This is an optimization exercise on Yosys and OpenROAD, whose aim is small area, a short achievable clock period and few clock cycles per item, not a production implementation. Function was checked by simulation only, so behaviour that the tests miss may differ from the original. Power is estimated from default activity; no workload was simulated.

==> module aes_dec_regs, before the edit <==
module aes_dec_regs
(
    input  logic         clk,
    input  logic         reset,
    input  logic [11:0]  paddr,
    input  logic         psel,
    input  logic         penable,
    input  logic         pwrite,
    input  logic [31:0]  pwdata,
    output logic [31:0]  prdata,
    output logic         pready,
    output logic         pslverr,
    input  logic         fin,         
    input  logic [127:0] plaintext,   
    output logic         key_we,
    output logic [5:0]   key_addr,
    output logic [31:0]  key_wdata,
    output logic         start,
    output logic [31:0]  wdata_z,     
    output logic [127:0] ciphertext   
);
    logic        busy;
    logic        done;
    logic        busy_n;
    logic        done_n;
    logic        key_hit;
    logic        din_hit;
    logic        ctrl_hit;
    logic        stat_hit;
    logic        dout_hit;
    logic        err_n;
    logic [31:0] rd_n;
    logic [31:0] prdata_q;
    logic        err_q;
    logic        wr_q;       
    logic        key_q;
    logic        din_q;
    logic        ctrl_q;
    logic [5:0]  widx_q;
    logic        we;
    logic [31:0] ct_word;
    logic [31:0] pt_word;
    logic [31:0] ct_std;
    logic [31:0] pt_std;
    assign busy_n = busy && !fin;
    assign done_n = done || fin;
    assign key_hit  = (paddr < 12'h0b0);
    assign din_hit  = (paddr[11:4] == 8'h10);
    assign ctrl_hit = (paddr[11:2] == 10'h044);
    assign stat_hit = (paddr[11:2] == 10'h045);
    assign dout_hit = (paddr[11:4] == 8'h12);
    assign err_n = !(key_hit || din_hit || ctrl_hit || stat_hit || dout_hit)
                   || (pwrite && busy_n && (key_hit || din_hit || ctrl_hit))
                   || (pwrite && (stat_hit || dout_hit));
    assign ct_word = ciphertext[127 - 32 * paddr[3:2] -: 32];
    assign pt_word = plaintext[127 - 32 * paddr[3:2] -: 32];
    aes_mt_word i_ct_back (
        .i (ct_word),
        .o (ct_std)
    );
    aes_tinv_word i_pt_back (
        .i (pt_word),
        .o (pt_std)
    );
    aes_tmi_word i_wdata_z (
        .i (pwdata),
        .o (wdata_z)
    );
    always_comb
    begin
        rd_n = '0;  
        if (stat_hit)
        begin
            rd_n = {30'd0, done_n, busy_n};
        end
        else if (din_hit)
        begin
            rd_n = ct_std;
        end
        else if (dout_hit)
        begin
            rd_n = pt_std;
        end
    end
    always_ff @(posedge clk)
    begin
        prdata_q <= rd_n;
        err_q    <= err_n;
        wr_q     <= psel && !penable && pwrite && !err_n;
        key_q    <= key_hit;
        din_q    <= din_hit;
        ctrl_q   <= ctrl_hit;
        widx_q   <= paddr[7:2];
    end
    assign prdata  = prdata_q;
    assign pslverr = err_q;
    assign pready  = 1'b1;  
    assign we        = wr_q;  
    assign key_we    = we && key_q;
    assign key_addr  = widx_q;
    assign key_wdata = pwdata;
    assign start     = we && ctrl_q && pwdata[0];
    always_ff @(posedge clk)
    begin
        for (int w = 0; w < 4; w++)
        begin
            if (we && din_q && (widx_q[1:0] == 2'(w)))
            begin
                ciphertext[127 - 32 * w -: 32] <= wdata_z;
            end
        end
    end
    always_ff @(posedge clk)
    begin
        if (reset)
        begin
            busy <= 1'b0;
            done <= 1'b0;
        end
        else if (start)
        begin
            busy <= 1'b1;
            done <= 1'b0;
        end
        else if (fin)
        begin
            busy <= 1'b0;
            done <= 1'b1;
        end
    end
endmodule
==> module aes_dec_engine, before the edit <==
module aes_dec_engine
(
    input  logic         clk,
    input  logic         reset,
    input  logic         start,
    input  logic [127:0] ciphertext,
    input  logic [127:0] last_key,
    input  logic [127:0] round_key,
    output logic [9:0]   round_sel,   
    output logic         fin,         
    output logic [127:0] plaintext
);
    logic         run;
    logic         ph;        
    logic [9:0]   rsel;      
    logic         pend_q;
    logic         z_ok_q;    
    logic         go;
    logic [127:0] state_q;
    logic [63:0]  norm_q;    
    logic [127:0] state_d;
    logic [63:0]  norm_d;
    logic [127:0] a_q;
    logic [127:0] z0;
    logic [127:0] s1_out;
    logic [127:0] s2_out;
    assign round_sel = rsel;
    assign plaintext = a_q;
    aes_z0 i_z0 (
        .ct  (ciphertext),
        .k10 (last_key),
        .z   (z0)
    );
    aes_inv_s1 i_s1 (
        .x  (state_q),
        .d  (norm_q),
        .kg (round_key),
        .a  (s1_out)
    );
    aes_inv_s2 i_s2 (
        .a (a_q),
        .y (s2_out)
    );
    assign go  = (start || pend_q) && z_ok_q && !run;
    assign fin = run && ph && rsel[0];
    assign state_d = run ? s2_out : z0;
    aes_norms i_norms (
        .x (state_d),
        .d (norm_d)
    );
    always_ff @(posedge clk)
    begin
        state_q <= state_d;
        norm_q  <= norm_d;
        if (go || (run && !ph))
        begin
            a_q <= s1_out;
        end
    end
    always_ff @(posedge clk)
    begin
        if (reset)
        begin
            run    <= 1'b0;
            ph     <= 1'b0;
            rsel   <= 10'b10_0000_0000;
            pend_q <= 1'b0;
            z_ok_q <= 1'b0;
        end
        else
        begin
            pend_q <= (start || pend_q) && !go;
            z_ok_q <= !run;
            if (go)
            begin
                run  <= 1'b1;
                ph   <= 1'b1;
                rsel <= 10'b01_0000_0000;
            end
            else if (run)
            begin
                ph <= !ph;
                if (!ph)
                begin
                    if (rsel[0])
                    begin
                        run  <= 1'b0;
                        rsel <= 10'b10_0000_0000;
                    end
                    else
                    begin
                        rsel <= rsel >> 1;
                    end
                end
            end
        end
    end
endmodule
==> module aes_dec_top, before the edit <==
module aes_dec_top
(
    input  logic        clk,
    input  logic        reset,
    input  logic [11:0] paddr,
    input  logic        psel,
    input  logic        penable,
    input  logic        pwrite,
    input  logic [31:0] pwdata,
    output logic [31:0] prdata,
    output logic        pready,
    output logic        pslverr
);
    logic         key_we;
    logic [5:0]   key_addr;
    logic [31:0]  key_wdata;
    logic         start;
    logic         fin;
    logic [127:0] ciphertext;
    logic [127:0] plaintext;
    logic [127:0] round_key;
    logic [127:0] last_key;
    logic [31:0]  wdata_z;
    logic [9:0]   round_sel;
    aes_dec_regs i_aes_dec_regs (
        .clk        (clk),
        .reset      (reset),
        .paddr      (paddr),
        .psel       (psel),
        .penable    (penable),
        .pwrite     (pwrite),
        .pwdata     (pwdata),
        .prdata     (prdata),
        .pready     (pready),
        .pslverr    (pslverr),
        .fin        (fin),
        .plaintext  (plaintext),
        .key_we     (key_we),
        .key_addr   (key_addr),
        .key_wdata  (key_wdata),
        .start      (start),
        .wdata_z    (wdata_z),
        .ciphertext (ciphertext)
    );
    aes_round_key_store i_aes_round_key_store (
        .clk       (clk),
        .key_we    (key_we),
        .key_addr  (key_addr),
        .key_wdata (key_wdata),
        .wdata_z   (wdata_z),
        .round_sel (round_sel),
        .round_key (round_key),
        .last_key  (last_key)
    );
    aes_dec_engine i_aes_dec_engine (
        .clk        (clk),
        .reset      (reset),
        .start      (start),
        .ciphertext (ciphertext),
        .last_key   (last_key),
        .round_key  (round_key),
        .round_sel  (round_sel),
        .fin        (fin),
        .plaintext  (plaintext)
    );
endmodule
==> flow/config.mk <==
export PLATFORM = sky130hd
export DESIGN_NAME = aes_dec_top
export DESIGN_NICKNAME = aes_dec_top
export VERILOG_FILES = /design/flow/design.v
export SDC_FILE = /design/flow/constraint.sdc
export NUM_CORES = 8
export LEC_CHECK = 0
export CAP_MARGIN = 20
export CORE_MARGIN = 2
export CORE_UTILIZATION = 40
export CTS_CLUSTER_DIAMETER = 100
export CTS_CLUSTER_SIZE = 25
export SLEW_MARGIN = 20
export TNS_END_PERCENT = 5
==> flow/constraint.sdc <==
create_clock -name core_clock -period 10.0 [get_ports {clk}]
set_input_delay 2.0000 -clock core_clock [delete_from_list [all_inputs] [get_ports {clk}]]
set_output_delay 2.0000 -clock core_clock [all_outputs]
set_load 0.01 [all_outputs]
standard.sh (not shown) runs the stock make flow with config.mk's settings and CLKGATE_MAP_FILE= SYNTH_SCRIPT=/design/flow/synth_recipe.tcl, a recipe that flattens the netlist after the stock synthesis.
==> flow/flow/run.sh <==
#!/bin/bash
# The standard layout (standard.sh, its synthesis unchanged) with two changes to how the layout
# is made: the port buffers are buf_2 cells, and timing repair works until the setup slack reaches
# SETUP_SLACK_MARGIN, well above zero at the 10 ns clock. The tools' output goes to standard.log.
set -euo pipefail
export SETUP_SLACK_MARGIN=7.0
export BUFFER_PORTS_ARGS="-buffer_cell sky130_fd_sc_hd__buf_2"
bash standard.sh > standard.log 2>&1
Testbench counts at the start, summed over its fixed seeds: cycles 6,912, blocks 192.
Change:
--- a/flow/design.v
+++ b/flow/design.v
@@ -683,4 +683,5 @@
     output logic [31:0]  key_wdata,
     output logic         start,
+    output logic         ctrl_wr,     
     output logic [31:0]  wdata_z,     
     output logic [127:0] ciphertext   
@@ -766,5 +767,6 @@
     assign key_addr  = widx_q;
     assign key_wdata = pwdata;
-    assign start     = we && ctrl_q && pwdata[0];
+    assign ctrl_wr   = we && ctrl_q;
+    assign start     = ctrl_wr && pwdata[0];
     always_ff @(posedge clk)
     begin
@@ -803,4 +805,6 @@
     input  logic         reset,
     input  logic         start,
+    input  logic         ctrl_wr,     
+    input  logic         start_bit,
     input  logic [127:0] ciphertext,
     input  logic [127:0] last_key,
@@ -816,4 +820,6 @@
     logic         z_ok_q;    
     logic         go;
+    logic         rdy;
+    logic         a_en;
     logic [127:0] state_q;
     logic [63:0]  norm_q;    
@@ -841,5 +847,7 @@
         .y (s2_out)
     );
-    assign go  = (start || pend_q) && z_ok_q && !run;
+    assign rdy = z_ok_q && !run;
+    assign go  = (start || pend_q) && rdy;
+    assign a_en = (start_bit && (ctrl_wr && rdy)) || ((pend_q && rdy) || (run && !ph));
     assign fin = run && ph && rsel[0];
     assign state_d = run ? s2_out : z0;
@@ -852,5 +860,5 @@
         state_q <= state_d;
         norm_q  <= norm_d;
-        if (go || (run && !ph))
+        if (a_en)
         begin
             a_q <= s1_out;
@@ -915,4 +923,5 @@
     logic [31:0]  key_wdata;
     logic         start;
+    logic         ctrl_wr;
     logic         fin;
     logic [127:0] ciphertext;
@@ -939,4 +948,5 @@
         .key_wdata  (key_wdata),
         .start      (start),
+        .ctrl_wr    (ctrl_wr),
         .wdata_z    (wdata_z),
         .ciphertext (ciphertext)
@@ -956,4 +966,6 @@
         .reset      (reset),
         .start      (start),
+        .ctrl_wr    (ctrl_wr),
+        .start_bit  (pwdata[0]),
         .ciphertext (ciphertext),
         .last_key   (last_key),
After rerunning:
- The new run completed with no timing, DRC or antenna violations
- final area rises slightly
- die area hardly moves
- combinational power rises by a few percent
- final cell count rises slightly
- worst hold slack is worse by 14 ps
- critical path depth falls by 8
- non-clock buffer count rises by 76
- total power rises slightly
- utilization rises by 0.73 points
- first-iteration DRC count falls slightly
- via count rises slightly
- worst setup slack is better by 10 ps
Testbench counts after the change, summed over its fixed seeds: cycles 6,912, blocks 192.

separate check: timing with driven ports:
No port has a modelled driver above. Below, the same layouts with a new extraction and two added sets of constraints. Step 1: set_driving_cell puts a clkbuf_16 on clk and a buf_2 on each other input, an assumption about the parent block. Step 2 adds t to the input delays and takes it off the output delays; t is the mean of the earliest and latest rising clock arrival at the registers after step 1. Input paths then give back, and output paths get back, about the clock's delay inside the block. Slacks: ideal ports / drivers / drivers and shift; pairs: ideal ports / drivers.
run	t, ns	slack for setup (ns)	hold WS [ns]	latest minus earliest clock arrival (ns)
the first run	0.853	6.627 / 6.522 / 5.669	0.399 / 0.399 / 0.399	0.045 / 0.045
the second run	0.872	6.638 / 6.547 / 5.720	0.385 / 0.385 / 0.385	0.061 / 0.062
After both steps every run listed still meets setup and hold. For the first run, which loses most, drivers alone change the setup slack by -0.105 ns; drivers and shift together by -0.958 ns.
